From an optimization exercise on the open Yosys and OpenROAD flow, aimed at small area; shortcuts taken in it are not production practice. Only simulation tests tie the RTL to the original design; equivalence was not proved. Power and IR drop assume default switching activity.

[flow/design.v]
package regfile_pkg;
  localparam int unsigned DEF_DATA_W = 32;
  localparam int unsigned DEF_ADDR_W = 5;
  localparam int unsigned DEF_NRD    = 2;
  localparam logic [DEF_ADDR_W-1:0] REG_ZERO = '0;
endpackage
module regfile_rd_mux
#(
  parameter int unsigned DATA_W = regfile_pkg::DEF_DATA_W,
  parameter int unsigned NWORD  = 2**regfile_pkg::DEF_ADDR_W
) (
  input  logic [NWORD*DATA_W-1:0] i_words,
  input  logic [NWORD-1:0]        i_sel,
  output logic [DATA_W-1:0]       o_data_c
);
  localparam int unsigned NG3   = (NWORD - 2) / 3;
  localparam int unsigned NLOW  = NG3 + (NWORD - 3*NG3);
  localparam int unsigned NNAND = (NLOW + 3) / 4;
  for (genvar b = 0; b < DATA_W; b++) begin : g_bit
    logic [NLOW-1:0]  w_low;
    logic [NNAND-1:0] w_part;
    for (genvar g = 0; g < NG3; g++) begin : g_grp
      rf_aoi222 u_aoi (
        .a1 (i_words[(3*g)*DATA_W + b]),   .a2 (i_sel[3*g]),
        .b1 (i_words[(3*g+1)*DATA_W + b]), .b2 (i_sel[3*g+1]),
        .c1 (i_words[(3*g+2)*DATA_W + b]), .c2 (i_sel[3*g+2]),
        .y  (w_low[g])
      );
    end
    for (genvar w = 3*NG3; w < NWORD; w++) begin : g_one
      rf_nand2 u_nand (
        .a (i_words[w*DATA_W + b]), .b (i_sel[w]),
        .y (w_low[NG3 + w - 3*NG3])
      );
    end
    for (genvar n = 0; n < NNAND; n++) begin : g_nand
      localparam int unsigned LO = 4*n;
      localparam int unsigned HI = (4*n + 3 < NLOW) ? 4*n + 3 : NLOW - 1;
      rf_nand #(.N (HI - LO + 1)) u_nand (
        .a (w_low[HI:LO]),
        .y (w_part[n])
      );
    end
    rf_or #(.N (NNAND)) u_or (
      .a (w_part),
      .y (o_data_c[b])
    );
  end
endmodule
module rf_aoi222 (
  input  logic a1, a2, b1, b2, c1, c2,
  output logic y
);
  assign y = !((a1 && a2) || (b1 && b2) || (c1 && c2));
endmodule
module rf_nand2 (
  input  logic a, b,
  output logic y
);
  assign y = !(a && b);
endmodule
module rf_nand #(
  parameter int unsigned N = 4
) (
  input  logic [N-1:0] a,
  output logic         y
);
  assign y = !(&a);
endmodule
module rf_or #(
  parameter int unsigned N = 3
) (
  input  logic [N-1:0] a,
  output logic         y
);
  assign y = |a;
endmodule
module rf_inv (
  input  logic a,
  output logic y
);
  assign y = !a;
endmodule
module rf_nor2 (
  input  logic a, b,
  output logic y
);
  assign y = !(a || b);
endmodule
module rf_xor2 (
  input  logic a, b,
  output logic y
);
  assign y = a ^ b;
endmodule
module rf_o21ai (
  input  logic a1, a2, b,
  output logic y
);
  assign y = !((a1 || a2) && b);
endmodule
module rf_nor #(
  parameter int unsigned N = 3
) (
  input  logic [N-1:0] a,
  output logic         y
);
  assign y = !(|a);
endmodule
module rf_and #(
  parameter int unsigned N = 2
) (
  input  logic [N-1:0] a,
  output logic         y
);
  assign y = &a;
endmodule
module rf_a21oi (
  input  logic a1, a2, b,
  output logic y
);
  assign y = !((a1 && a2) || b);
endmodule
module regfile_nrd_1wr
#(
  parameter int unsigned DATA_W   = regfile_pkg::DEF_DATA_W,
  parameter int unsigned ADDR_W   = regfile_pkg::DEF_ADDR_W,
  parameter int unsigned NRD      = regfile_pkg::DEF_NRD,
  parameter int unsigned ZERO_REG = 1,
  parameter int unsigned BYPASS   = 1,
  parameter int unsigned RD_LAT   = 0
) (
  input  logic                  clk,
  input  logic                  rst_n,
  input  logic                  we,
  input  logic [ADDR_W-1:0]     waddr,
  input  logic [DATA_W-1:0]     wdata,
  input  logic [NRD*ADDR_W-1:0] raddr,
  output logic [NRD*DATA_W-1:0] rdata
);
  localparam int unsigned NREG = 2**ADDR_W;
  localparam int unsigned LO_W = 2;
  localparam int unsigned HI_W = ADDR_W - LO_W;
  localparam int unsigned NLO  = 2**LO_W;
  localparam int unsigned NHI  = 2**HI_W;
  logic [NREG*DATA_W-1:DATA_W] r_mem;
  logic [NREG*DATA_W-1:DATA_W] w_mem_d;
  logic [ADDR_W-1:0] w_waddr_n;
  logic [NLO-1:0]    w_wlo_n;
  logic [NHI-1:0]    w_whi_n;
  logic [NREG-1:1]   w_ld_w;     
  logic [NREG-1:1]   w_ld;
  logic [NREG-1:1]   w_hold;
  logic [DATA_W-1:0] w_wd_n;
  logic [DATA_W-1:0] w_wd;
  logic              w_wnz;      
  logic              w_wr_en;    
  for (genvar i = 0; i < ADDR_W; i++) begin : g_wa_n
    rf_inv u_inv (.a (waddr[i]), .y (w_waddr_n[i]));
  end
  for (genvar i = 0; i < NLO; i++) begin : g_wlo
    logic [LO_W:0] w_in;
    assign w_in[LO_W] = we;
    for (genvar t = 0; t < LO_W; t++) begin : g_t
      assign w_in[t] = ((i >> t) & 1) ? waddr[t] : w_waddr_n[t];
    end
    rf_nand #(.N (LO_W + 1)) u_nand (.a (w_in), .y (w_wlo_n[i]));
  end
  for (genvar j = 0; j < NHI; j++) begin : g_whi
    logic [HI_W-1:0] w_in;
    for (genvar t = 0; t < HI_W; t++) begin : g_t
      assign w_in[t] = ((j >> t) & 1) ? waddr[LO_W + t] : w_waddr_n[LO_W + t];
    end
    rf_nand #(.N (HI_W)) u_nand (.a (w_in), .y (w_whi_n[j]));
  end
  for (genvar k = 1; k < NREG; k++) begin : g_row
    rf_o21ai u_ld_w (
      .a1 (w_wlo_n[k % NLO]), .a2 (w_whi_n[k / NLO]), .b (rst_n),
      .y  (w_ld_w[k])
    );
    rf_inv u_hold (.a (w_ld_w[k]), .y (w_hold[k]));
    rf_inv u_ld   (.a (w_hold[k]), .y (w_ld[k]));
    for (genvar b = 0; b < DATA_W; b++) begin : g_bit
      rf_hold_mux u_hold (
        .q    (r_mem[k*DATA_W + b]),
        .hold (w_hold[k]),
        .d    (w_wd[b]),
        .ld   (w_ld[k]),
        .y    (w_mem_d[k*DATA_W + b])
      );
    end
  end
  for (genvar b = 0; b < DATA_W; b++) begin : g_wd
    rf_nand #(.N (2)) u_nand (.a ({rst_n, wdata[b]}), .y (w_wd_n[b]));
    rf_inv u_inv (.a (w_wd_n[b]), .y (w_wd[b]));
  end
  always_ff @(posedge clk) begin
    r_mem <= w_mem_d;
  end
  rf_or  #(.N (ADDR_W)) u_wnz (.a (waddr), .y (w_wnz));
  rf_and #(.N (3)) u_wr_en (.a ({rst_n, we, w_wnz}), .y (w_wr_en));
  for (genvar p = 0; p < NRD; p++) begin : g_rd
    logic [ADDR_W-1:0] w_addr;
    logic [ADDR_W-1:0] w_addr_n;
    logic [ADDR_W-1:0] w_diff;
    logic              w_same;
    logic              w_hit;
    logic              w_hit_n;
    logic [NLO-1:0]    w_lo;
    logic [NHI-1:0]    w_hi;
    logic [NREG-1:1]   w_sel_n;
    logic [NREG-1:0]   w_sel;
    assign w_addr = raddr[p*ADDR_W +: ADDR_W];
    for (genvar i = 0; i < ADDR_W; i++) begin : g_cmp
      rf_xor2 u_xor (.a (w_addr[i]), .b (waddr[i]), .y (w_diff[i]));
      rf_inv  u_inv (.a (w_addr[i]), .y (w_addr_n[i]));
    end
    rf_nor #(.N (ADDR_W)) u_same (.a (w_diff), .y (w_same));
    rf_and #(.N (2)) u_hit (.a ({w_same, w_wr_en}), .y (w_hit));
    rf_inv u_hit_n (.a (w_hit), .y (w_hit_n));
    for (genvar i = 0; i < NLO; i++) begin : g_lo
      logic [LO_W-1:0] w_in;
      for (genvar t = 0; t < LO_W; t++) begin : g_t
        assign w_in[t] = ((i >> t) & 1) ? w_addr_n[t] : w_addr[t];
      end
      rf_nor #(.N (LO_W)) u_nor (.a (w_in), .y (w_lo[i]));
    end
    for (genvar j = 0; j < NHI; j++) begin : g_hi
      logic [HI_W:0] w_in;
      assign w_in[HI_W] = w_hit_n;
      for (genvar t = 0; t < HI_W; t++) begin : g_t
        assign w_in[t] = ((j >> t) & 1) ? w_addr[LO_W + t] : w_addr_n[LO_W + t];
      end
      rf_and #(.N (HI_W + 1)) u_and (.a (w_in), .y (w_hi[j]));
    end
    assign w_sel[0] = w_hit;
    for (genvar k = 1; k < NREG; k++) begin : g_sel
      rf_nand2 u_sel_n (.a (w_lo[k % NLO]), .b (w_hi[k / NLO]), .y (w_sel_n[k]));
      rf_inv   u_sel   (.a (w_sel_n[k]), .y (w_sel[k]));
    end
    regfile_rd_mux #(
      .DATA_W (DATA_W),
      .NWORD  (NREG)
    ) u_rd_mux (
      .i_words  ({r_mem, wdata}),
      .i_sel    (w_sel),
      .o_data_c (rdata[p*DATA_W +: DATA_W])
    );
  end
endmodule
module rf_hold_mux (
  input  logic q,
  input  logic hold,
  input  logic d,
  input  logic ld,
  output logic y
);
  assign y = (q && hold) || (d && ld);
endmodule
[flow/flow/run.sh]
#!/bin/bash
set -e
export BUFFER_PORTS_ARGS="-buffer_cell sky130_fd_sc_hd__buf_1"
export CTS_ARGS="-sink_clustering_enable -repair_clock_nets -buf_list {sky130_fd_sc_hd__clkbuf_4 sky130_fd_sc_hd__clkbuf_8} -sink_clustering_size 16 -sink_clustering_max_diameter 60 -dont_use_dummy_load"
bash standard.sh > standard.log 2>&1
[flow/constraint.sdc]
create_clock -name core_clock -period 8.0 [get_ports {clk}]
set_input_delay 1.6000 -clock core_clock [delete_from_list [all_inputs] [get_ports {clk}]]
set_output_delay 1.6000 -clock core_clock [all_outputs]
set_load 0.01 [all_outputs]
[flow/config.mk]
export PLATFORM = sky130hd
export DESIGN_NAME = regfile_nrd_1wr
export DESIGN_NICKNAME = regfile_nrd_1wr
export VERILOG_FILES = /design/flow/design.v
export SDC_FILE = /design/flow/constraint.sdc
export NUM_CORES = 4
export LEC_CHECK = 0
export CAP_MARGIN = 10
export CORE_MARGIN = 2
export CORE_UTILIZATION = 65
export CTS_BUF_LIST = sky130_fd_sc_hd__clkbuf_4 sky130_fd_sc_hd__clkbuf_8
export CTS_CLUSTER_DIAMETER = 60
export CTS_CLUSTER_SIZE = 16
export GPL_TIMING_DRIVEN = 0
export PLACE_DENSITY = 0.75
export SETUP_SLACK_MARGIN = 0
export SLEW_MARGIN = 10
export SYNTH_HIERARCHICAL = 1
[flow/standard.sh]
#!/bin/bash
# synth_recipe.tcl (not shown) runs the flow's synth.tcl, then flattens the netlist and writes it again
# the make line also repeats each setting of config.mk as NAME=value (left out here)
make -C /OpenROAD-flow-scripts/flow DESIGN_CONFIG=/design/flow/config.mk WORK_HOME=/design/flow/orfs CLKGATE_MAP_FILE= SYNTH_SCRIPT=/design/flow/synth_recipe.tcl "${@:-finish}"
==> impl_metrics.env, run 1 <==
export IMPL_outcome="complete, no violations"
export IMPL_crit_family="simple AND/OR/NAND/NOR gates"
export IMPL_slowest_stage="nand4_1"
export IMPL_yosys_area_share_simple_pct=7.05
export IMPL_timing_slew_headroom_pct=11.2
export IMPL_dp_cells=4261
export IMPL_layout_nets=3619
export IMPL_design_area_um2=41500
export IMPL_path_class="in -> out"
export IMPL_die_y_um=248
export IMPL_gp_congestion=0.983
export IMPL_reg_largest_list="r_mem x992"
export IMPL_synthArstFlopShare_pct=0
export IMPL_slowest_delay_ns=0.74
export IMPL_final_hold_violation_count=0
export IMPL_synth_compound_area_share_pct=39.5
export IMPL_cts_htree_levels=3
export IMPL_drt_pass1_iterations=15
export IMPL_cts_resized=0
export IMPL_drv_slew=0
export IMPL_antenna_found_initial=15
export IMPL_synth_top_family_by_area="compound AO/OA/AOI/OAI gates"
export IMPL_finalSetupViolCount=0
export IMPL_crit_arrival_ns=6.30
export IMPL_fin_cells=4360
export IMPL_ys_seq_elements=992
export IMPL_fp_coreArea_um2=58800
export IMPL_synth_distinct_cells=16
export IMPL_finalCritPeriodShare_pct=98.8
export IMPL_wl_per_cell_um=39.4
export IMPL_netlist_instances=3362
export IMPL_globalRouteOverflowTotal=0
export IMPL_yosysTopAreaCellShare_pct=51.5
export IMPL_grt_pass1_wl_um=242000
export IMPL_rows=89
export IMPL_finalPower_mw=9.39
export IMPL_hp_class="reg -> reg"
export IMPL_hpwl_um=95000
export IMPL_cts_tree="yes"
export IMPL_synthFlopType="dfxtp_1"
export IMPL_antenna_left=0
export IMPL_critPathMaxFanout=36
export IMPL_port_buffers=113
export IMPL_postCtsHoldBufs=0
export IMPL_start_kind="primary input"
export IMPL_yosysSeqAreaShare_pct=51.5
export IMPL_via_per_inst=9.10
export IMPL_clkLatencyLatePin_ns=0.72
export IMPL_synth_adder_area_share_pct=0
export IMPL_grt_max_degree=37
export IMPL_dr_total_vias=39663
export IMPL_required_ns=6.40
export IMPL_post_cts_setup_buffers=0
export IMPL_largest_register="r_mem"
export IMPL_first_global_vias=37374
export IMPL_syn2layout_area_growth_pct=7.63
export IMPL_cts_path_max_buffers=3
export IMPL_finClkSkew_ns=0
export IMPL_place_area_um2=40300
export IMPL_cts_root_buffer_cell="clkbuf_8"
export IMPL_grt_usage_pct=53.4
export IMPL_boundaryPins=114
export IMPL_synth_cell_area_um2=38600
export IMPL_start_util_pct=65.6
export IMPL_drt_iter0_markers=9505
export IMPL_synth_largest_area_cell="dfxtp_1"
export IMPL_synthMuxAreaShare_pct=0
export IMPL_min_period_ns=7.90
export IMPL_synth_xor_area_share_pct=0.227
export IMPL_timing_hold_ws_ns=0.520
export IMPL_power_density_nw_per_um2=226
export IMPL_die_w_um=248
export IMPL_synthesis_nets=3412
export IMPL_largest_reg_flops=992
export IMPL_drc_errors=0
export IMPL_drv_cap=0
export IMPL_tightestPinTransition_ns=1.33
export IMPL_rsz0062_at_grt="no"
export IMPL_power_leakage_nw=16.3
export IMPL_synth_edf_count=0
export IMPL_yosysWarnings=7
export IMPL_cp_num_buf_inv=6
export IMPL_path_cells="buf_2, buf_16, and3_1, and2_2, buf_12, inv_1, and4_1, nand2_1, inv_2, a222oi_1, nand4_1, or3_1, buf_1"
export IMPL_cts_sinks=992
export IMPL_fillerInstances=4351
export IMPL_peakVddDrop_mv=0.216
export IMPL_finalWirelength_um=172000
export IMPL_syn_avg_cell_area_um2=11.5
export IMPL_fmax_mhz=127
export IMPL_synthTopCellsByCount="a22o_1, dfxtp_1, a222oi_1, nand2_1, nand4_1"
export IMPL_dieArea_um2=61300
export IMPL_layout_drive_gt1_share_pct=6.08
export IMPL_worstSetupEndpointType="primary output"
export IMPL_clk_pin_slew_ns=0.10
export IMPL_synth_area_leaders="dfxtp_1, a22o_1, a222oi_1"
export IMPL_cts_made_buffers=72
==> placed cells by master, fill, tap and decap left out, drive strengths merged, types with 6 or more instances in the layout <==
cell type  count
and4          16
o21ai         31
inv          167
or3           64
a222oi       640
clkinv         6
diode         20
xor2          10
nand2        223
clkbuf        72
dfxtp        992
nand3         12
a22o         992
nand4        192
nor2          11
buf          133
==> worst paths after layout <==
check,startpoint,to,slack [ns],depth (start not counted)
setup / recovery,rst_n,rdata[63],0.1,13
hold / removal,r_mem[995],r_mem[995],0.52,1
setup reg to reg,r_mem[476],r_mem[476],7.28,1
hold reg to reg,r_mem[995],r_mem[995],0.52,1
==> area by class of cell <==
type	count	area [µm²]	share of cell area, %
tap	773	967	2.33
timing repair buffer	133	931	2.24
antenna	20	50.0	0.121
clock buffer	72	991	2.39
inverter	173	649	1.56
sequential	992	19900	47.8
multi-input combinational	2197	18100	43.5
==> modules after synthesis, one instance, submodules excluded, excerpt <==
| module | copies in the design | area (µm²) | flops+latches | cells |
|---|---|---|---|---|
| regfile_nrd_1wr | 1 | 19900 | 992 | 992 |
| rf_aoi222 | 640 | 10.0 | 0 | 1 |
| rf_hold_mux | 992 | 8.76 | 0 | 1 |
| rf_xor2 | 10 | 8.76 | 0 | 1 |
| rf_o21ai | 31 | 5.00 | 0 | 1 |
| rf_inv | 173 | 3.75 | 0 | 1 |
| rf_nand2 | 190 | 3.75 | 0 | 1 |
==> per-stage QoR <==
| stage | setup TNS [ns] | util (%) | setup WS, ns |
|---|---|---|---|
| floorplan | 0 | - | 1.78 |
| global placement | -129.29 | 68.0 | -2.14 |
| detailed placement | 0 | 68.5 | 0.726 |
| CTS | 0 | 70.2 | 0.709 |
| global route | 0 | 70.5 | 0.225 |
| finish | 0 | 70.6 | 0.0985 |
==> layer usage <==
layer	GRT usage (%)	vias up	wire (µm)
li1	-	15510	-
met1	63.3	18703	55300
met2	74.2	4308	67700
met3	24.9	1142	31900
met4	42.0	0	16700
met5	0	-	0
==> report_power, final <==
part / leakage [nW] / internal [mW] / switching, mW
registers: 8.25 / 5.36 / 0.342
logic: 7.50 / 0.453 / 0.831
clock network: 0.518 / 0.812 / 1.59
total: 16.3 / 6.62 / 2.76
==> cell families (layout without fill, tap and decap cells) <==
logic type                after synthesis  after routing
AOI/OAI and AO/OA                    1663           1663
buffers and inverters                 173            378
and+or+nand+nor                       524            524
other                                   0             20
xor gates and xnor gates               10             10
DFF                                   992            992
==> run 2: changes to the inputs <==
--- a/flow/design.v
+++ b/flow/design.v
@@ -13,7 +13,7 @@
   input  logic [NWORD-1:0]        i_sel,
   output logic [DATA_W-1:0]       o_data_c
 );
-  localparam int unsigned NG3   = (NWORD - 2) / 3;
+  localparam int unsigned NG3   = NWORD / 3;
   localparam int unsigned NLOW  = NG3 + (NWORD - 3*NG3);
   localparam int unsigned NNAND = (NLOW + 3) / 4;
   for (genvar b = 0; b < DATA_W; b++) begin : g_bit
@@ -143,81 +143,68 @@
   localparam int unsigned HI_W = ADDR_W - LO_W;
   localparam int unsigned NLO  = 2**LO_W;
   localparam int unsigned NHI  = 2**HI_W;
+  localparam int unsigned NDRV = 2;             
   logic [NREG*DATA_W-1:DATA_W] r_mem;
   logic [NREG*DATA_W-1:DATA_W] w_mem_d;
+  logic                        r_rst_n;
   logic [ADDR_W-1:0] w_waddr_n;
-  logic [NLO-1:0]    w_wlo_n;
-  logic [NHI-1:0]    w_whi_n;
-  logic [NREG-1:1]   w_ld_w;     
-  logic [NREG-1:1]   w_ld;
-  logic [NREG-1:1]   w_hold;
-  logic [DATA_W-1:0] w_wd_n;
-  logic [DATA_W-1:0] w_wd;
-  logic              w_wnz;      
-  logic              w_wr_en;    
+  logic [NLO-1:0]    w_wlo;
+  logic [NHI-1:0]    w_whi;
+  logic [NREG-1:1]   w_ld_n;
+  logic [NDRV-1:0]   w_ld   [NREG];
+  logic [NREG-1:1]   w_hold_n;
+  logic [NDRV-1:0]   w_hold [NREG];
   for (genvar i = 0; i < ADDR_W; i++) begin : g_wa_n
     rf_inv u_inv (.a (waddr[i]), .y (w_waddr_n[i]));
   end
   for (genvar i = 0; i < NLO; i++) begin : g_wlo
-    logic [LO_W:0] w_in;
-    assign w_in[LO_W] = we;
+    logic [LO_W+1:0] w_in;
+    assign w_in[LO_W+1] = rst_n;
+    assign w_in[LO_W]   = we;
     for (genvar t = 0; t < LO_W; t++) begin : g_t
       assign w_in[t] = ((i >> t) & 1) ? waddr[t] : w_waddr_n[t];
     end
-    rf_nand #(.N (LO_W + 1)) u_nand (.a (w_in), .y (w_wlo_n[i]));
+    rf_and #(.N (LO_W + 2)) u_and (.a (w_in), .y (w_wlo[i]));
   end
   for (genvar j = 0; j < NHI; j++) begin : g_whi
     logic [HI_W-1:0] w_in;
     for (genvar t = 0; t < HI_W; t++) begin : g_t
       assign w_in[t] = ((j >> t) & 1) ? waddr[LO_W + t] : w_waddr_n[LO_W + t];
     end
-    rf_nand #(.N (HI_W)) u_nand (.a (w_in), .y (w_whi_n[j]));
+    rf_and #(.N (HI_W)) u_and (.a (w_in), .y (w_whi[j]));
   end
   for (genvar k = 1; k < NREG; k++) begin : g_row
-    rf_o21ai u_ld_w (
-      .a1 (w_wlo_n[k % NLO]), .a2 (w_whi_n[k / NLO]), .b (rst_n),
-      .y  (w_ld_w[k])
-    );
-    rf_inv u_hold (.a (w_ld_w[k]), .y (w_hold[k]));
-    rf_inv u_ld   (.a (w_hold[k]), .y (w_ld[k]));
+    rf_nand2 u_ld_n   (.a (w_wlo[k % NLO]), .b (w_whi[k / NLO]), .y (w_ld_n[k]));
+    rf_nand2 u_hold_n (.a (w_ld_n[k]), .b (r_rst_n), .y (w_hold_n[k]));
+    for (genvar d = 0; d < NDRV; d++) begin : g_drv
+      rf_inv u_ld   (.a (w_ld_n[k]),   .y (w_ld[k][d]));
+      rf_inv u_hold (.a (w_hold_n[k]), .y (w_hold[k][d]));
+    end
     for (genvar b = 0; b < DATA_W; b++) begin : g_bit
-      rf_hold_mux u_hold (
+      rf_hold_mux u_next (
         .q    (r_mem[k*DATA_W + b]),
-        .hold (w_hold[k]),
-        .d    (w_wd[b]),
-        .ld   (w_ld[k]),
+        .hold (w_hold[k][b / (DATA_W / NDRV)]),
+        .d    (wdata[b]),
+        .ld   (w_ld[k][b / (DATA_W / NDRV)]),
         .y    (w_mem_d[k*DATA_W + b])
       );
     end
   end
-  for (genvar b = 0; b < DATA_W; b++) begin : g_wd
-    rf_nand #(.N (2)) u_nand (.a ({rst_n, wdata[b]}), .y (w_wd_n[b]));
-    rf_inv u_inv (.a (w_wd_n[b]), .y (w_wd[b]));
-  end
   always_ff @(posedge clk) begin
-    r_mem <= w_mem_d;
-  end
-  rf_or  #(.N (ADDR_W)) u_wnz (.a (waddr), .y (w_wnz));
-  rf_and #(.N (3)) u_wr_en (.a ({rst_n, we, w_wnz}), .y (w_wr_en));
+    r_mem   <= w_mem_d;
+    r_rst_n <= rst_n;
+  end
   for (genvar p = 0; p < NRD; p++) begin : g_rd
     logic [ADDR_W-1:0] w_addr;
     logic [ADDR_W-1:0] w_addr_n;
-    logic [ADDR_W-1:0] w_diff;
-    logic              w_same;
-    logic              w_hit;
-    logic              w_hit_n;
     logic [NLO-1:0]    w_lo;
     logic [NHI-1:0]    w_hi;
     logic [NREG-1:1]   w_sel_n;
-    logic [NREG-1:0]   w_sel;
+    logic [NREG-1:1]   w_sel [NDRV];
     assign w_addr = raddr[p*ADDR_W +: ADDR_W];
-    for (genvar i = 0; i < ADDR_W; i++) begin : g_cmp
-      rf_xor2 u_xor (.a (w_addr[i]), .b (waddr[i]), .y (w_diff[i]));
-      rf_inv  u_inv (.a (w_addr[i]), .y (w_addr_n[i]));
-    end
-    rf_nor #(.N (ADDR_W)) u_same (.a (w_diff), .y (w_same));
-    rf_and #(.N (2)) u_hit (.a ({w_same, w_wr_en}), .y (w_hit));
-    rf_inv u_hit_n (.a (w_hit), .y (w_hit_n));
+    for (genvar i = 0; i < ADDR_W; i++) begin : g_inv
+      rf_inv u_inv (.a (w_addr[i]), .y (w_addr_n[i]));
+    end
     for (genvar i = 0; i < NLO; i++) begin : g_lo
       logic [LO_W-1:0] w_in;
       for (genvar t = 0; t < LO_W; t++) begin : g_t
@@ -226,26 +213,33 @@
       rf_nor #(.N (LO_W)) u_nor (.a (w_in), .y (w_lo[i]));
     end
     for (genvar j = 0; j < NHI; j++) begin : g_hi
-      logic [HI_W:0] w_in;
-      assign w_in[HI_W] = w_hit_n;
+      logic [HI_W-1:0] w_in;
       for (genvar t = 0; t < HI_W; t++) begin : g_t
         assign w_in[t] = ((j >> t) & 1) ? w_addr[LO_W + t] : w_addr_n[LO_W + t];
       end
-      rf_and #(.N (HI_W + 1)) u_and (.a (w_in), .y (w_hi[j]));
-    end
-    assign w_sel[0] = w_hit;
+      rf_and #(.N (HI_W)) u_and (.a (w_in), .y (w_hi[j]));
+    end
     for (genvar k = 1; k < NREG; k++) begin : g_sel
       rf_nand2 u_sel_n (.a (w_lo[k % NLO]), .b (w_hi[k / NLO]), .y (w_sel_n[k]));
-      rf_inv   u_sel   (.a (w_sel_n[k]), .y (w_sel[k]));
-    end
-    regfile_rd_mux #(
-      .DATA_W (DATA_W),
-      .NWORD  (NREG)
-    ) u_rd_mux (
-      .i_words  ({r_mem, wdata}),
-      .i_sel    (w_sel),
-      .o_data_c (rdata[p*DATA_W +: DATA_W])
-    );
+      for (genvar d = 0; d < NDRV; d++) begin : g_drv
+        rf_inv u_sel (.a (w_sel_n[k]), .y (w_sel[d][k]));
+      end
+    end
+    for (genvar d = 0; d < NDRV; d++) begin : g_slice
+      localparam int unsigned SW = DATA_W / NDRV;
+      logic [(NREG-1)*SW-1:0] w_words;
+      for (genvar k = 1; k < NREG; k++) begin : g_w
+        assign w_words[(k-1)*SW +: SW] = w_mem_d[k*DATA_W + d*SW +: SW];
+      end
+      regfile_rd_mux #(
+        .DATA_W (SW),
+        .NWORD  (NREG - 1)
+      ) u_rd_mux (
+        .i_words  (w_words),
+        .i_sel    (w_sel[d]),
+        .o_data_c (rdata[p*DATA_W + d*SW +: SW])
+      );
+    end
   end
 endmodule
 module rf_hold_mux (
==> impl_metrics.env, run 2 <==
export IMPL_synthesis_nets=3418
export IMPL_netlist_instances=3368
export IMPL_cts_resized=0
export IMPL_p_sw_share_pct=24.5
export IMPL_drv_cap=0
export IMPL_postCtsHoldBufs=0
export IMPL_p_switching_mw=1.90
export IMPL_cts_made_buffers=72
export IMPL_grt_max_degree=32
export IMPL_clk_pin_slew_ns=0.08
export IMPL_yosysSeqAreaShare_pct=51.8
export IMPL_peakVddDrop_mv=0.171
export IMPL_timing_slew_headroom_pct=20.9
export IMPL_cts_sinks=993
export IMPL_layout_commonest_cell="dfxtp_1"
export IMPL_fillerInstances=4390
export IMPL_finalSetupViolCount=0
export IMPL_tns_ns=0
export IMPL_whs_path_depth=1
export IMPL_cts_tree="yes"
export IMPL_finalWirelength_um=138000
export IMPL_wl_per_cell_um=31.9
export IMPL_synthArstFlopShare_pct=0
export IMPL_via_per_inst=8.55
export IMPL_fmax_mhz=148
export IMPL_cts_path_max_buffers=3
export IMPL_reg2reg_setup_slack_ns=5.66
export IMPL_globalRouteOverflowTotal=0
export IMPL_worstHoldStart="r_mem[921]"
export IMPL_synth_largest_area_cell="dfxtp_1"
export IMPL_rr_worst_depth=3
export IMPL_cts_root_buffer_cell="clkbuf_8"
export IMPL_die_w_um=247
export IMPL_finalCritPeriodShare_pct=84.7
export IMPL_layout_nets=3606
export IMPL_pre_cts_ws_ns=1.57
export IMPL_port_buffers=113
export IMPL_dieArea_um2=61000
export IMPL_start_kind="primary input"
export IMPL_post_cts_setup_buffers=0
export IMPL_syn_avg_cell_area_um2=11.4
export IMPL_outcome="complete, no violations"
export IMPL_grt_usage_pct=43.0
export IMPL_fp_coreArea_um2=58700
export IMPL_synthTopCellsByCount="dfxtp_1, a22o_1, a222oi_1, inv_1, nand2_1"
export IMPL_drt_iter0_markers=8852
export IMPL_yosysWarnings=11
export IMPL_clkLatencyLatePin_ns=0.68
export IMPL_whs_endpoint="r_mem[921]"
export IMPL_reg_largest_list="r_mem x992, r_rst_n x1"
export IMPL_fin_util_pct=69.6
export IMPL_final_hold_violation_count=0
export IMPL_drc_errors=0
export IMPL_first_global_vias=33528
export IMPL_dr_total_vias=37038
export IMPL_yosysMostFrequentCell="dfxtp_1"
export IMPL_die_y_um=247
export IMPL_hp_class="reg -> reg"
export IMPL_synth_edf_count=0
export IMPL_synth_distinct_cells=11
export IMPL_power_leakage_nw=16.5
export IMPL_ys_seq_elements=993
export IMPL_hpwl_um=95900
export IMPL_finClkSkew_ns=0.0430
export IMPL_p_int_mw=5.85
export IMPL_antenna_found_initial=10
export IMPL_layout_drive_gt1_share_pct=2.93
export IMPL_p_clk_share_pct=30.4
export IMPL_final_cell_mix="dfxtp_1, a22o_1, a222oi_1"
export IMPL_power_frac_comb_pct=5.3
export IMPL_worstSetupEndpointType="primary output"
export IMPL_setup_ws_ns=1.22
export IMPL_critPathMaxFanout=16
export IMPL_crit_arrival_ns=5.18
export IMPL_path_class="in -> out"
export IMPL_rsz0062_at_grt="no"
export IMPL_boundaryPins=114
export IMPL_drv_slew=0
export IMPL_cts_htree_levels=3
export IMPL_yosysTopAreaCellShare_pct=51.8
export IMPL_largest_reg_flops=992
export IMPL_timing_hold_ws_ns=0.519
export IMPL_power_density_nw_per_um2=190
export IMPL_synth_area_leaders="dfxtp_1, a22o_1, a222oi_1"
export IMPL_syn2layout_area_growth_pct=6.36
export IMPL_required_ns=6.40
export IMPL_grt_pass1_wl_um=206000
export IMPL_antenna_left=0
export IMPL_reg2reg_to="r_mem[995]"
export IMPL_gp_congestion=0.991
export IMPL_drt_pass1_iterations=15
export IMPL_synth_cell_area_um2=38400
export IMPL_synthFlopType="dfxtp_1"
export IMPL_tightestPinTransition_ns=1.19
export IMPL_start_util_pct=65.4
export IMPL_largest_register="r_mem"
export IMPL_rows=89
export IMPL_p_seq_share_pct=64.4
export IMPL_timing_rr_start="r_rst_n"
export IMPL_min_period_ns=6.78
## run 2: cell count changes after synthesis
cell / previous run / this run
inv_1: 173 / 263
nand4_1: 192 / 128
nand3_1: 12 / 64
nand2_1: 223 / 188
o21ai_1: 31 / 0
and3_1: 1 / 24
and4_1: 16 / 4
xor2_1: 10 / 0
nor2_1: 11 / 8
and2_1: 2 / 0
or4_1: 2 / 0
dfxtp_1: 992 / 993
nor3_1: 1 / 0
## run 2: worst max path at each step
stage,start,end,depth (start not counted)
6_report,rst_n,rdata[28],10
5_1_grt,rst_n,rdata[20],10
4_1_cts,rst_n,rdata[52],10
3_5_place_dp,rst_n,rdata[52],10
3_3_place_gp,rst_n,rdata[20],10
2_1_floorplan,waddr[0],rdata[0],9
## run 2: metal layers
metal,track usage [%],wire [µm]
met2,64.7,59800
met4,9.07,3420
met3,13.7,22400
met5,0,47
met1,60.4,52600
## run 2: power by group through the flow
stage / combinational (mW) / clock (mW) / sequential, mW
floorplan: 0.175 / 0 / 5.10
detailed placement: 0.379 / 0 / 5.10
global route: 0.417 / 2.53 / 4.99
CTS: 0.380 / 2.35 / 4.99
global placement: 0.364 / 0 / 5.10
finish: 0.408 / 2.35 / 4.99
## run 2: logic make-up (layout without fill, tap and decap cells)
| family | after synthesis | in the layout | share of synthesized area [%] |
|---|---|---|---|
| buf+inv | 263 | 449 | 2.57 |
| compound gates | 1632 | 1632 | 39.3 |
| other cells | 0 | 4 | 0 |
| simple gates | 480 | 480 | 6.36 |
| flops | 993 | 993 | 51.8 |
## run 2: metrics by stage
stage / area [µm²] / std cells / total power, mW
5_1_grt: 40800 / 4330 / 7.94
3_5_place_dp: 39800 / 4255 / 5.48
2_1_floorplan: 38400 / 3368 / 5.27
4_1_cts: 40800 / 4327 / 7.72
3_3_place_gp: 39800 / 4254 / 5.47
6_report: 40800 / 4331 / 7.75
## run 2: final cells by class
cell class                      instances  area (µm²)  share of cell area (%)
Inverter                              263         987                    2.42
Multi-Input combinational cell       2112       17500                    42.9
Tap cell                              773         967                    2.37
Clock buffer                           72         991                    2.43
Sequential cell                       993       19900                    48.7
Antenna cell                            4        10.0                  0.0245
Timing Repair Buffer                  114         474                    1.16
## run 2: Yosys stat by module, one instance, submodules excluded, a selection
module           cell area, µm²  times used  flops+latches  cells inside
rf_aoi222                  10.0         640              0             1
rf_hold_mux                8.76         992              0             1
regfile_nrd_1wr           19900           1            993           993
rf_nand2                   3.75         188              0             1
rf_inv                     3.75         263              0             1
## run 2: critical path: stages
cell	delay, ns
buf_1	0.16
and4_1	0.72
nand2_1	0.21
nand2_1	0.14
inv_1	0.32
a22o_1	0.34
a222oi_1	0.57
nand4_1	0.35
or3_1	0.56
buf_1	0.17
==> run 3: changes to the inputs <==
==> flow/flow/run.sh (replaced) <==
#!/bin/bash
set -e
export BUFFER_PORTS_ARGS="-buffer_cell sky130_fd_sc_hd__buf_1"
export CTS_ARGS="-sink_clustering_enable -repair_clock_nets -buf_list {sky130_fd_sc_hd__clkbuf_4 sky130_fd_sc_hd__clkbuf_8} -sink_clustering_size 18 -sink_clustering_max_diameter 60 -dont_use_dummy_load"
bash standard.sh > standard.log 2>&1
--- a/flow/config.mk
+++ b/flow/config.mk
@@ -10,7 +10,7 @@
 export CORE_UTILIZATION = 65
 export CTS_BUF_LIST = sky130_fd_sc_hd__clkbuf_4 sky130_fd_sc_hd__clkbuf_8
 export CTS_CLUSTER_DIAMETER = 60
-export CTS_CLUSTER_SIZE = 16
+export CTS_CLUSTER_SIZE = 18
 export GPL_TIMING_DRIVEN = 0
 export PLACE_DENSITY = 0.75
 export SETUP_SLACK_MARGIN = 0
==> impl_metrics.env, run 3 <==
export IMPL_die_w_um=247
export IMPL_fin_util_pct=69.5
export IMPL_globalRouteOverflowTotal=0
export IMPL_dr_total_vias=36968
export IMPL_wl_per_cell_um=31.8
export IMPL_synth_cell_area_um2=38400
export IMPL_crit_arrival_ns=5.15
export IMPL_multiInputGateArea_um2=17500
export IMPL_path_cells="buf_1, and4_1, nand2_1, nand2_1, inv_1, a22o_1, a222oi_1, nand4_1, or3_1, buf_1"
export IMPL_synthTopCellsByCount="dfxtp_1, a22o_1, a222oi_1, inv_1, nand2_1"
export IMPL_whs_endpoint="r_mem[536]"
export IMPL_grt_usage_pct=42.8
export IMPL_yosysTopAreaCellShare_pct=51.8
export IMPL_via_per_inst=8.54
export IMPL_synth_area_leaders="dfxtp_1, a22o_1, a222oi_1"
export IMPL_finalSetupViolCount=0
export IMPL_dieArea_um2=61000
export IMPL_peakVddDrop_mv=0.182
export IMPL_synth_largest_area_cell="dfxtp_1"
export IMPL_syn2layout_area_growth_pct=6.21
export IMPL_power_density_nw_per_um2=189
export IMPL_port_buffers=113
export IMPL_yosysSeqAreaShare_pct=51.8
export IMPL_fmax_mhz=148
export IMPL_clk_pin_slew_ns=0.09
export IMPL_slowest_stage="and4_1"
export IMPL_cts_root_buffer_cell="clkbuf_8"
export IMPL_layout_commonest_cell="dfxtp_1"
export IMPL_whs_path_depth=1
export IMPL_timing_slew_headroom_pct=20.9
export IMPL_hpwl_um=95900
export IMPL_finClkSkew_ns=0.0243
export IMPL_hp_class="reg -> reg"
export IMPL_gp_congestion=0.991
export IMPL_rows=89
export IMPL_grt_pass1_wl_um=206000
export IMPL_synth_distinct_cells=11
export IMPL_min_period_ns=6.75
export IMPL_outcome="complete, no violations"
export IMPL_drc_errors=0
export IMPL_drt_iter0_markers=8559
export IMPL_required_ns=6.40
export IMPL_fp_coreArea_um2=58700
export IMPL_die_y_um=247
export IMPL_start_kind="primary input"
export IMPL_worstHoldStart="r_mem[536]"
export IMPL_layout_drive_gt1_share_pct=2.79
export IMPL_drv_slew=0
export IMPL_cp_num_buf_inv=3
export IMPL_yosysMostFrequentCell="dfxtp_1"
export IMPL_syn_avg_cell_area_um2=11.4
export IMPL_synth_edf_count=0
export IMPL_first_global_vias=33624
export IMPL_critPathMaxFanout=16
export IMPL_synthArstFlopShare_pct=0
export IMPL_reg_largest_list="r_mem x992, r_rst_n x1"
export IMPL_cts_path_max_buffers=3
export IMPL_postCtsHoldBufs=0
export IMPL_cts_resized=0
export IMPL_cts_made_buffers=67
export IMPL_power_leakage_nw=16.5
export IMPL_clkLatencyLatePin_ns=0.69
export IMPL_fillerInstances=4414
export IMPL_drt_pass1_iterations=17
export IMPL_timing_hold_ws_ns=0.519
export IMPL_crit_family="simple AND/OR/NAND/NOR gates"
export IMPL_drv_cap=0
export IMPL_largest_register="r_mem"
export IMPL_antenna_left=0
export IMPL_reg2reg_to="r_mem[704]"
export IMPL_slowest_delay_ns=0.73
export IMPL_antenna_found_initial=13
export IMPL_yosysWarnings=11
export IMPL_finalCritPeriodShare_pct=84.3
export IMPL_rr_worst_depth=3
export IMPL_final_hold_violation_count=0
export IMPL_ys_seq_elements=993
export IMPL_cts_htree_levels=3
export IMPL_largest_reg_flops=992
export IMPL_tns_ns=0
export IMPL_path_class="in -> out"
export IMPL_reg2reg_setup_slack_ns=5.60
export IMPL_layout_nets=3601
export IMPL_final_cell_mix="dfxtp_1, a22o_1, a222oi_1"
export IMPL_netlist_instances=3368
export IMPL_rsz0062_at_grt="no"
export IMPL_synthesis_nets=3418
export IMPL_boundaryPins=114
export IMPL_tightestPinTransition_ns=1.18
export IMPL_finalWirelength_um=138000
export IMPL_cts_sinks=993
export IMPL_timing_rr_start="r_rst_n"
export IMPL_worstSetupEndpointType="primary output"
export IMPL_finalPower_mw=7.70
export IMPL_grt_max_degree=32
export IMPL_cts_tree="yes"
export IMPL_start_util_pct=65.4
export IMPL_synthFlopType="dfxtp_1"
export IMPL_register_area_um2=19900
export IMPL_post_cts_setup_buffers=0
==> run 3: how the worst max path moves through the flow <==
| stage | from | end | slack, ns | cells after the start |
|---|---|---|---|---|
| after global placement | rst_n | rdata[20] | 1.68 | 10 |
| final | rst_n | rdata[47] | 1.25 | 10 |
| after floorplan | waddr[0] | rdata[0] | 3.00 | 9 |
| after detailed placement | rst_n | rdata[52] | 1.57 | 10 |
| after global routing | rst_n | rdata[20] | 1.23 | 10 |
| after CTS | rst_n | rdata[52] | 1.58 | 10 |
==> run 3: power breakdown <==
group	switching, mW	internal [mW]	leakage (nW)	total (mW)
clock network	1.55	0.760	0.482	2.31
registers	0.0134	4.98	8.00	4.99
logic	0.345	0.0618	7.99	0.407
total	1.91	5.80	16.5	7.70
==> run 3: per-layer routing <==
metal | global-route usage [%] | vias up | part of all wire, %
met5 | 0 | - | 0.010
met4 | 9.78 | 2 | 2.5
met3 | 14.5 | 268 | 17
met2 | 64.4 | 3284 | 43
met1 | 59.5 | 18143 | 38
li1 | - | 15271 | -
==> run 3: per-stage QoR <==
| step | cell area (µm²) | worst slack [ns] | std cells |
|---|---|---|---|
| floorplan | 38400 | 3.00 | 3368 |
| global placement | 39800 | 1.68 | 4254 |
| detailed placement | 39800 | 1.57 | 4255 |
| CTS | 40800 | 1.58 | 4322 |
| global route | 40800 | 1.23 | 4324 |
| finish | 40800 | 1.25 | 4330 |
==> run 3: cell type report <==
cell class | instances | share of cell area, %
inverters | 263 | 2.42
flip-flops and latches | 993 | 48.7
repair buffers | 114 | 1.16
clock buffers | 67 | 2.26
multi-input cells | 2112 | 43.0
well taps | 773 | 2.37
diodes | 8 | 0.0491
==> run 3: cell families (layout without fill, tap and decap cells) <==
family / count (synthesis) / after routing / synth area share [%]
DFF: 993 / 993 / 51.8
buffers and inverters: 263 / 444 / 2.57
and+or+nand+nor: 480 / 480 / 6.36
AOI/OAI and AO/OA: 1632 / 1632 / 39.3
other: 0 / 8 / 0
==> run 3: per-module statistics from Yosys (local to each module, per instance), a selection <==
module           flip-flops and latches  copies in the design
rf_inv                                0                   263
rf_nand2                              0                   188
regfile_nrd_1wr                     993                     1
rf_aoi222                             0                   640
rf_hold_mux                           0                   992

[separate check: timing with driven ports]
How much do the figures lean on ideal ports? The routed layouts below were timed once more, with nothing changed but the port constraints. Step 1 sets driving cells, clkbuf_16 on the clock port and buf_2 on the other inputs (assumed; they add their load-dependent delay and slew). Step 2 adds t to the input delays and takes it off the output delays; t is the mean of the earliest and latest rising clock arrival at the registers after step 1. Input paths then give back, and output paths get back, about the clock's delay inside the block. a / b / c = no drivers / after step 1 / after step 2; a / b = the first two.
run	shift t [ns]	slack for setup (ns)	hold WS [ns]	worst data-port slew with drivers (ns)
run 1	0.766	0.099 / 0.037 / 0.037	0.520 / 0.520 / 0.520	0.14
run 2	0.735	1.223 / 1.200 / 1.200	0.519 / 0.519 / 0.519	0.13
run 3	0.753	1.253 / 1.229 / 1.229	0.519 / 0.519 / 0.519	0.12
After both steps setup and hold are still met in every run listed. For run 1, which loses most, drivers alone change the setup slack by -0.062 ns; drivers and shift together by -0.062 ns.
